This is an optimization exercise on Yosys and OpenROAD, whose aim is small area, a short achievable clock period and few clock cycles per item, not a production implementation. At most, simulation tests tie the RTL to the original design; equivalence was not proved. Power figures rest on the tool's default switching activity, not on a simulated workload.

Setup of delta:
==> module box_filter_top, before the edit <==
module box_filter_top
(
  input  logic         clk_i,
  input  logic         rst_i,
  input  box_pkg::stream_word_t video_i,
  output logic         video_ready_o,
  output box_pkg::sum_word_t    sum_o,
  input  logic         sum_ready_i
);
localparam int PW = box_pkg::PX_W;
localparam int SW = box_pkg::SUM_W;
localparam int ML = box_pkg::MAX_LINE_LEN;
localparam int LB = 4;                                   
localparam int PH = PW - LB;                             
localparam int VH = PW + 2 - LB;                         
localparam int WH = PW + 3 - LB;                         
localparam int ZL = LB + 1;                              
localparam int ZH = SW - ZL;                             
logic                   rdy;                             
logic                   stall_o;                         
logic                   go;                              
logic                   a_go;                            
logic                   x_v;
logic [PW - 1 : 0]      x_px;
logic                   x_last;
logic                   x_user;
logic [ML - 1 : 0]      n_oh;                            
logic [1 : 0]           n_row;                           
logic [1 : 0]           row;
logic [ML - 1 : 0]      col;                             
logic [ML - 1 : 0]      col_nx;                          
logic [ML - 1 : 0][PW - 1 : 0] mem_hi;
logic [ML - 1 : 0][PW - 1 : 0] mem_lo;
logic [PW - 1 : 0]      rd_hi;
logic [PW - 1 : 0]      rd_lo;
logic [PW - 1 : 0]      pf_hi;                           
logic [PW - 1 : 0]      pf_lo;
logic [LB + 1 : 0]      v_lo;                            
logic [LB : 0]          w_lo;                            
logic                   a_v;
logic [LB - 1 : 0]      va_l;                            
logic [LB - 1 : 0]      vb_l;                            
logic [LB - 1 : 0]      w_l;                             
logic [1 : 0]           a_cv;                            
logic                   a_cw;                            
logic [VH - 1 : 0]      v_hi;                            
logic [VH - 1 : 0]      a_vh;
logic                   a_last;
logic                   a_win;                           
logic                   a_first;                         
logic [VH - 1 : 0]      va_hn;                           
logic [WH - 1 : 0]      w_hn;                            
logic [WH : 0]          w_c;
logic [ZH : 0]          z_c;
logic [ZL : 0]          z_lo;                            
logic                   b_v;
logic [VH - 1 : 0]      va_h;
logic [VH - 1 : 0]      vb_h;
logic [WH - 1 : 0]      w_h;
logic [ZL - 1 : 0]      b_zl;
logic                   b_cz;
logic                   b_last;
logic                   b_user;
logic [SW - 1 : 0]      b_sum;                           
logic                   o_v;
logic [SW - 1 : 0]      o_sum;
logic                   o_last;
logic                   o_user;
logic                   k_v;
logic [SW - 1 : 0]      k_sum;
logic                   k_last;
logic                   k_user;
logic                   o_free;
assign rdy           = !k_v;
assign video_ready_o = !stall_o;
assign go            = rdy && x_v;
assign a_go          = rdy && a_v;
always_ff @( posedge clk_i, posedge rst_i )
  if( rst_i )
    x_v <= 1'b0;
  else
    if( rdy )
      x_v <= video_i.tvalid;
always_ff @( posedge clk_i )
  if( rdy )
    begin
      x_px   <= video_i.tdata;
      x_last <= video_i.tlast;
      x_user <= video_i.tuser;
    end
assign row    = x_user ? 2'd0 : n_row;
assign col    = x_user ? ML'( 1 ) : n_oh;
assign col_nx = x_last ? ML'( 1 ) : { col[ML - 2 : 0], 1'b0 };
always_ff @( posedge clk_i )
  if( go )
    begin
      n_oh  <= col_nx;
      if( x_last )
        n_row <= ( row == 2'd3 ) ? 2'd3 : row + 1'b1;
      else
        n_row <= row;
    end
always_comb
  begin
    rd_hi = '0;
    rd_lo = '0;
    for( int i = 1; i < ML; i++ )
      begin
        rd_hi = rd_hi | ( mem_hi[i] & {PW{n_oh[i - 1]}} );
        rd_lo = rd_lo | ( mem_lo[i] & {PW{n_oh[i - 1]}} );
      end
    if( x_last )
      begin
        rd_hi = mem_hi[0];
        rd_lo = mem_lo[0];
      end
    else
      if( x_user )
        begin
          rd_hi = mem_hi[1];
          rd_lo = mem_lo[1];
        end
  end
always_ff @( posedge clk_i )
  if( go )
    begin
      pf_hi <= rd_hi;
      pf_lo <= rd_lo;
    end
for( genvar i = 0; i < ML; i++ )
  begin : g_mem
    always_ff @( posedge clk_i )
      if( go && col[i] )
        begin
          mem_hi[i] <= x_px;
          mem_lo[i] <= mem_hi[i];
        end
  end
assign v_lo = ( LB + 2 )'( x_px[LB - 1 : 0] ) + ( LB + 2 )'( pf_hi[LB - 1 : 0] ) +
              ( LB + 2 )'( pf_lo[LB - 1 : 0] );
assign w_lo = ( LB + 1 )'( va_l ) + ( LB + 1 )'( vb_l );
assign v_hi = VH'( x_px[PW - 1 : LB] ) + VH'( pf_hi[PW - 1 : LB] ) + VH'( pf_lo[PW - 1 : LB] );
always_ff @( posedge clk_i, posedge rst_i )
  if( rst_i )
    a_v <= 1'b0;
  else
    if( rdy )
      a_v <= x_v;
always_ff @( posedge clk_i )
  if( go )
    begin
      va_l <= v_lo[LB - 1 : 0];
      a_cv <= v_lo[LB + 1 : LB];
      vb_l <= va_l;
      w_l  <= w_lo[LB - 1 : 0];
      a_cw <= w_lo[LB];
      a_vh <= v_hi;
    end
always_ff @( posedge clk_i )
  if( rdy )
    begin
      a_last  <= x_last;
      a_win   <= row[1] && !( col[0] || col[1] );
      a_first <= ( row == 2'd2 ) && col[2];
    end
assign va_hn = a_vh + VH'( a_cv );
assign w_c   = ( WH + 1 )'( { va_h, a_cw } ) + ( WH + 1 )'( { vb_h, a_cw } );
assign w_hn  = w_c[WH : 1];
assign z_c   = ( ZH + 1 )'( { va_h[VH - 1 : 1], b_cz } ) + ( ZH + 1 )'( { w_h[WH - 1 : 1], b_cz } );
assign z_lo  = ( ZL + 1 )'( { va_hn[0], va_l } ) + ( ZL + 1 )'( { w_hn[0], w_l } );
always_ff @( posedge clk_i, posedge rst_i )
  if( rst_i )
    b_v <= 1'b0;
  else
    if( rdy )
      b_v <= a_v && a_win;
always_ff @( posedge clk_i )
  if( a_go )
    begin
      va_h <= va_hn;
      vb_h <= va_h;
      w_h  <= w_hn;
      b_zl <= z_lo[ZL - 1 : 0];
      b_cz <= z_lo[ZL];
    end
always_ff @( posedge clk_i )
  if( rdy )
    begin
      b_last <= a_last;
      b_user <= a_first;
    end
assign b_sum = { z_c[ZH : 1], b_zl };
assign o_free = !o_v || sum_ready_i;
always_ff @( posedge clk_i, posedge rst_i )
  if( rst_i )
    begin
      o_v     <= 1'b0;
      k_v     <= 1'b0;
      stall_o <= 1'b0;
    end
  else
    begin
      if( o_free )
        o_v <= k_v || b_v;
      k_v     <= !o_free && ( k_v || b_v );
      stall_o <= !sum_ready_i && ( k_v || ( o_v && b_v ) );
    end
always_ff @( posedge clk_i )
  begin
    if( o_free )
      begin
        o_sum  <= k_v ? k_sum  : b_sum;
        o_last <= k_v ? k_last : b_last;
        o_user <= k_v ? k_user : b_user;
      end
    if( rdy )
      begin
        k_sum  <= b_sum;
        k_last <= b_last;
        k_user <= b_user;
      end
  end
assign sum_o = { o_sum, o_v, o_last, o_user };
endmodule
Settings: LEC_CHECK=0, CAP_MARGIN=20, CORE_MARGIN=2, CORE_UTILIZATION=40, CTS_BUF_LIST=sky130_fd_sc_hd__clkbuf_16, CTS_CLUSTER_DIAMETER=80, CTS_CLUSTER_SIZE=28, SETUP_SLACK_MARGIN=2.0, SLEW_MARGIN=20; clock period 4.0 ns.
run.sh (not shown) runs the stock make flow with config.mk's settings and CLKGATE_MAP_FILE= SYNTH_SCRIPT=/design/flow/synth_recipe.tcl, a recipe that flattens the netlist after the stock synthesis.
diff inputs: delta => epsilon
--- a/flow/design.v
+++ b/flow/design.v
@@ -76,14 +76,12 @@
 logic [VH - 1 : 0]      a_vh;
 logic                   a_last;
 logic                   a_win;                           
 logic                   a_first;                         
 logic [VH - 1 : 0]      va_hn;                           
 logic [WH - 1 : 0]      w_hn;                            
-logic [WH : 0]          w_c;
-logic [ZH : 0]          z_c;
 logic [ZL : 0]          z_lo;                            
 logic                   b_v;
 logic [VH - 1 : 0]      va_h;
 logic [VH - 1 : 0]      vb_h;
 logic [WH - 1 : 0]      w_h;
 logic [ZL - 1 : 0]      b_zl;
@@ -190,15 +188,13 @@
     begin
       a_last  <= x_last;
       a_win   <= row[1] && !( col[0] || col[1] );
       a_first <= ( row == 2'd2 ) && col[2];
     end
 assign va_hn = a_vh + VH'( a_cv );
-assign w_c   = ( WH + 1 )'( { va_h, a_cw } ) + ( WH + 1 )'( { vb_h, a_cw } );
-assign w_hn  = w_c[WH : 1];
-assign z_c   = ( ZH + 1 )'( { va_h[VH - 1 : 1], b_cz } ) + ( ZH + 1 )'( { w_h[WH - 1 : 1], b_cz } );
+assign w_hn  = WH'( va_h ) + WH'( vb_h ) + WH'( a_cw );
 assign z_lo  = ( ZL + 1 )'( { va_hn[0], va_l } ) + ( ZL + 1 )'( { w_hn[0], w_l } );
 always_ff @( posedge clk_i, posedge rst_i )
   if( rst_i )
     b_v <= 1'b0;
   else
     if( rdy )
@@ -215,13 +211,13 @@
 always_ff @( posedge clk_i )
   if( rdy )
     begin
       b_last <= a_last;
       b_user <= a_first;
     end
-assign b_sum = { z_c[ZH : 1], b_zl };
+assign b_sum = { ZH'( va_h[VH - 1 : 1] ) + ZH'( w_h[WH - 1 : 1] ) + ZH'( b_cz ), b_zl };
 assign o_free = !o_v || sum_ready_i;
 always_ff @( posedge clk_i, posedge rst_i )
   if( rst_i )
     begin
       o_v     <= 1'b0;
       k_v     <= 1'b0;
Notes after the runs:
Final worst clock skew essentially unchanged between delta and epsilon. delta → epsilon: instance count after placement with tap cells included lower, number of buffers created by CTS held steady, summed instance area of the synthesized netlist dropped 0.50%, power in combinational cells level. epsilon gives more routed wirelength normalized by instance count than delta did. epsilon — total power per unit cell area 0.69% higher, delta as reference. On power share of the sequential group: epsilon sits below delta. Diff delta -> epsilon: overall die area down 190 sq um; total power up about 0.8%; average size of a mapped cell up 0.86%. Against delta, epsilon comes in 0.67 points higher on layout overhead on the synthesized area. Final critical-path share of the clock period for epsilon: 1.1 points down relative to delta. There was hardly any difference in die width between epsilon and delta.
Testbench counts of epsilon, summed over its fixed seeds: cycles 6,626, items 4,512.
For delta, only the layout was checked, not whether the RTL still works.

==> afterwards: timing with drivers on the ports <==
The results above use ideal ports. As a check the final layouts listed here were re-extracted and re-timed, cells and wires unchanged. Step 1 assumes that a clkbuf_16 drives the clock port and a buf_2 every other input. Step 2 moves the port delays by t, midway between the first and last clock arrival at a register: inputs arrive t later, outputs are due t later. That takes back most of the time a late clock gives input paths. Slacks: ideal / step 1 / step 2; pairs: ideal / step 1.
run	t (ns)	slack for setup (ns)	worst setup path at the end
delta	0.581	1.994 / 1.994 / 1.702	input to register
epsilon	0.575	2.036 / 2.004 / 1.731	input to register
After both steps every run listed still meets setup and hold. For epsilon, which loses most, drivers alone change the setup slack by -0.032 ns; drivers and shift together by -0.305 ns.
